This is an optimization exercise on Yosys and OpenROAD, whose aim is small area, a short achievable clock period and few clock cycles per item, not a production implementation. Power and IR drop assume default switching activity.

==> module div_result_fixup, before the edit <==
module div_result_fixup
#(
  parameter int DEPTH = 30
)
(
  input  logic        CLK,
  input  logic        RST_N,
  input  logic        r_ready,
  output logic        in_ready,
  input  logic        prev_valid,
  input  logic        prev_done,
  input  logic [31:0] prev_mag,
  input  logic [31:0] prev_divisor,
  input  logic        prev_neg,
  output logic        recirc,
  output logic [31:0] result,
  output logic        r_valid,
  output logic [31:0] r_data
);
  logic        ring;
  logic [$clog2(DEPTH+1)-1:0] lap;
  logic        prev_head;
  logic        recirc_head;
  logic        skid_valid;
  logic [31:0] skid_data;
  logic        full;
  logic        deliver;
  logic        pop;
  always_comb begin
    if (prev_done) begin
      result = prev_divisor;
    end else begin
      result = prev_neg ? ('0 - prev_mag) : prev_mag;
    end
  end
  assign full        = skid_valid;
  assign deliver     = prev_valid & !full & (!ring | prev_head);
  assign recirc      = prev_valid & !deliver;
  assign prev_head   = ring & (lap == '0);
  assign recirc_head = recirc & (!ring | prev_head);
  assign in_ready    = !ring & !(prev_valid & full);
  assign pop         = r_valid & r_ready;
  always_ff @(posedge CLK) begin
    if (recirc_head) begin
      lap <= DEPTH[$clog2(DEPTH+1)-1:0];
    end else if (lap != '0) begin
      lap <= lap - 1'b1;
    end
  end
  always_ff @(posedge CLK) begin
    if (!RST_N) begin
      ring <= 1'b0;
    end else if (recirc_head) begin
      ring <= 1'b1;
    end else if (deliver & prev_head) begin
      ring <= 1'b0;
    end
  end
  always_ff @(posedge CLK) begin
    if (!RST_N) begin
      r_valid    <= 1'b0;
      skid_valid <= 1'b0;
    end else begin
      if (pop) begin
        if (skid_valid) begin
          skid_valid <= deliver;
        end else begin
          r_valid <= deliver;
        end
      end else if (!r_valid) begin
        r_valid <= deliver;
      end else if (!skid_valid) begin
        skid_valid <= deliver;
      end
    end
  end
  always_ff @(posedge CLK) begin
    if (pop) begin
      r_data    <= skid_valid ? skid_data : result;
      skid_data <= result;
    end else if (!r_valid) begin
      r_data <= result;
    end else if (!skid_valid) begin
      skid_data <= result;
    end
  end
endmodule
==> flow/config.mk <==
export PLATFORM = sky130hd
export DESIGN_NAME = div_top
export DESIGN_NICKNAME = div_top
export VERILOG_FILES = /design/flow/design.v
export SDC_FILE = /design/flow/constraint.sdc
export NUM_CORES = 4
export LEC_CHECK = 0
export CAP_MARGIN = 20
export CORE_MARGIN = 2
export CORE_UTILIZATION = 40
export CTS_CLUSTER_DIAMETER = 100
export CTS_CLUSTER_SIZE = 28
export SETUP_SLACK_MARGIN = 3.4
export SLEW_MARGIN = 20
==> flow/constraint.sdc <==
create_clock -name core_clock -period 7.0 [get_ports {CLK}]
set_input_delay 1.4000 -clock core_clock [delete_from_list [all_inputs] [get_ports {CLK}]]
set_output_delay 1.4000 -clock core_clock [all_outputs]
set_load 0.01 [all_outputs]
run.sh (not shown) runs the stock make flow with config.mk's settings and CLKGATE_MAP_FILE= SYNTH_SCRIPT=/design/flow/synth_recipe.tcl, a recipe that flattens the netlist after the stock synthesis.
The baseline completed with no timing, DRC or antenna violations.
Change:
--- a/flow/design.v
+++ b/flow/design.v
@@ -171,9 +171,6 @@
   logic        prev_head;
   logic        recirc_head;
-  logic        skid_valid;
-  logic [31:0] skid_data;
-  logic        full;
+  logic        space;
   logic        deliver;
-  logic        pop;
   always_comb begin
     if (prev_done) begin
@@ -183,11 +180,10 @@
     end
   end
-  assign full        = skid_valid;
-  assign deliver     = prev_valid & !full & (!ring | prev_head);
-  assign recirc      = prev_valid & !deliver;
+  assign space       = !r_valid | r_ready;
   assign prev_head   = ring & (lap == '0);
+  assign deliver     = prev_valid & space & (!ring | prev_head);
+  assign recirc      = prev_valid & !deliver;
   assign recirc_head = recirc & (!ring | prev_head);
-  assign in_ready    = !ring & !(prev_valid & full);
-  assign pop         = r_valid & r_ready;
+  assign in_ready    = !ring & !(prev_valid & !space);
   always_ff @(posedge CLK) begin
     if (recirc_head) begin
@@ -208,28 +204,12 @@
   always_ff @(posedge CLK) begin
     if (!RST_N) begin
-      r_valid    <= 1'b0;
-      skid_valid <= 1'b0;
-    end else begin
-      if (pop) begin
-        if (skid_valid) begin
-          skid_valid <= deliver;
-        end else begin
-          r_valid <= deliver;
-        end
-      end else if (!r_valid) begin
-        r_valid <= deliver;
-      end else if (!skid_valid) begin
-        skid_valid <= deliver;
-      end
+      r_valid <= 1'b0;
+    end else if (space) begin
+      r_valid <= deliver;
     end
   end
   always_ff @(posedge CLK) begin
-    if (pop) begin
-      r_data    <= skid_valid ? skid_data : result;
-      skid_data <= result;
-    end else if (!r_valid) begin
+    if (deliver) begin
       r_data <= result;
-    end else if (!skid_valid) begin
-      skid_data <= result;
     end
   end
=>
- power came out lower by 3.9%
- final area shrinks by 2.6%
- cell count falls by 3.3%
- core utilization falls by 0.20 points
- wire length falls by 14%
- clock-buffer cell count fell by 3
- first-iteration DRC count drops by 11%
- non-clock buffer count goes down by 47
- die area went down by 1.8%
- global-route usage went down by 2.0 points
Function was not checked in any run of this note: the RTL went through the layout flow alone.

==> static timing again, ports no longer ideal <==
How much do the figures lean on ideal ports? The routed layouts below were timed once more, with nothing changed but the port constraints. Step 1, drivers: a clkbuf_16 drives CLK and a buf_2 each remaining input, both assumed. Step 2 times the ports against the registers' clock, not the clock port: input delays grow and output delays shrink by t, the midpoint of the rising clock arrivals with the driver on. Three values: ideal ports, drivers, drivers and shift; two values: the first two.
| run | t, ns | setup slack, ns | pins driven straight from the clock port |
|---|---|---|---|
| the first run | 0.839 | 3.381 / 3.381 / 2.754 | 1 |
| the second run | 0.861 | 3.400 / 3.400 / 2.700 | 1 |
After both steps setup and hold are still met in every run listed. For the second run, which loses most, drivers alone change the setup slack by 0.000 ns; drivers and shift together by -0.700 ns.
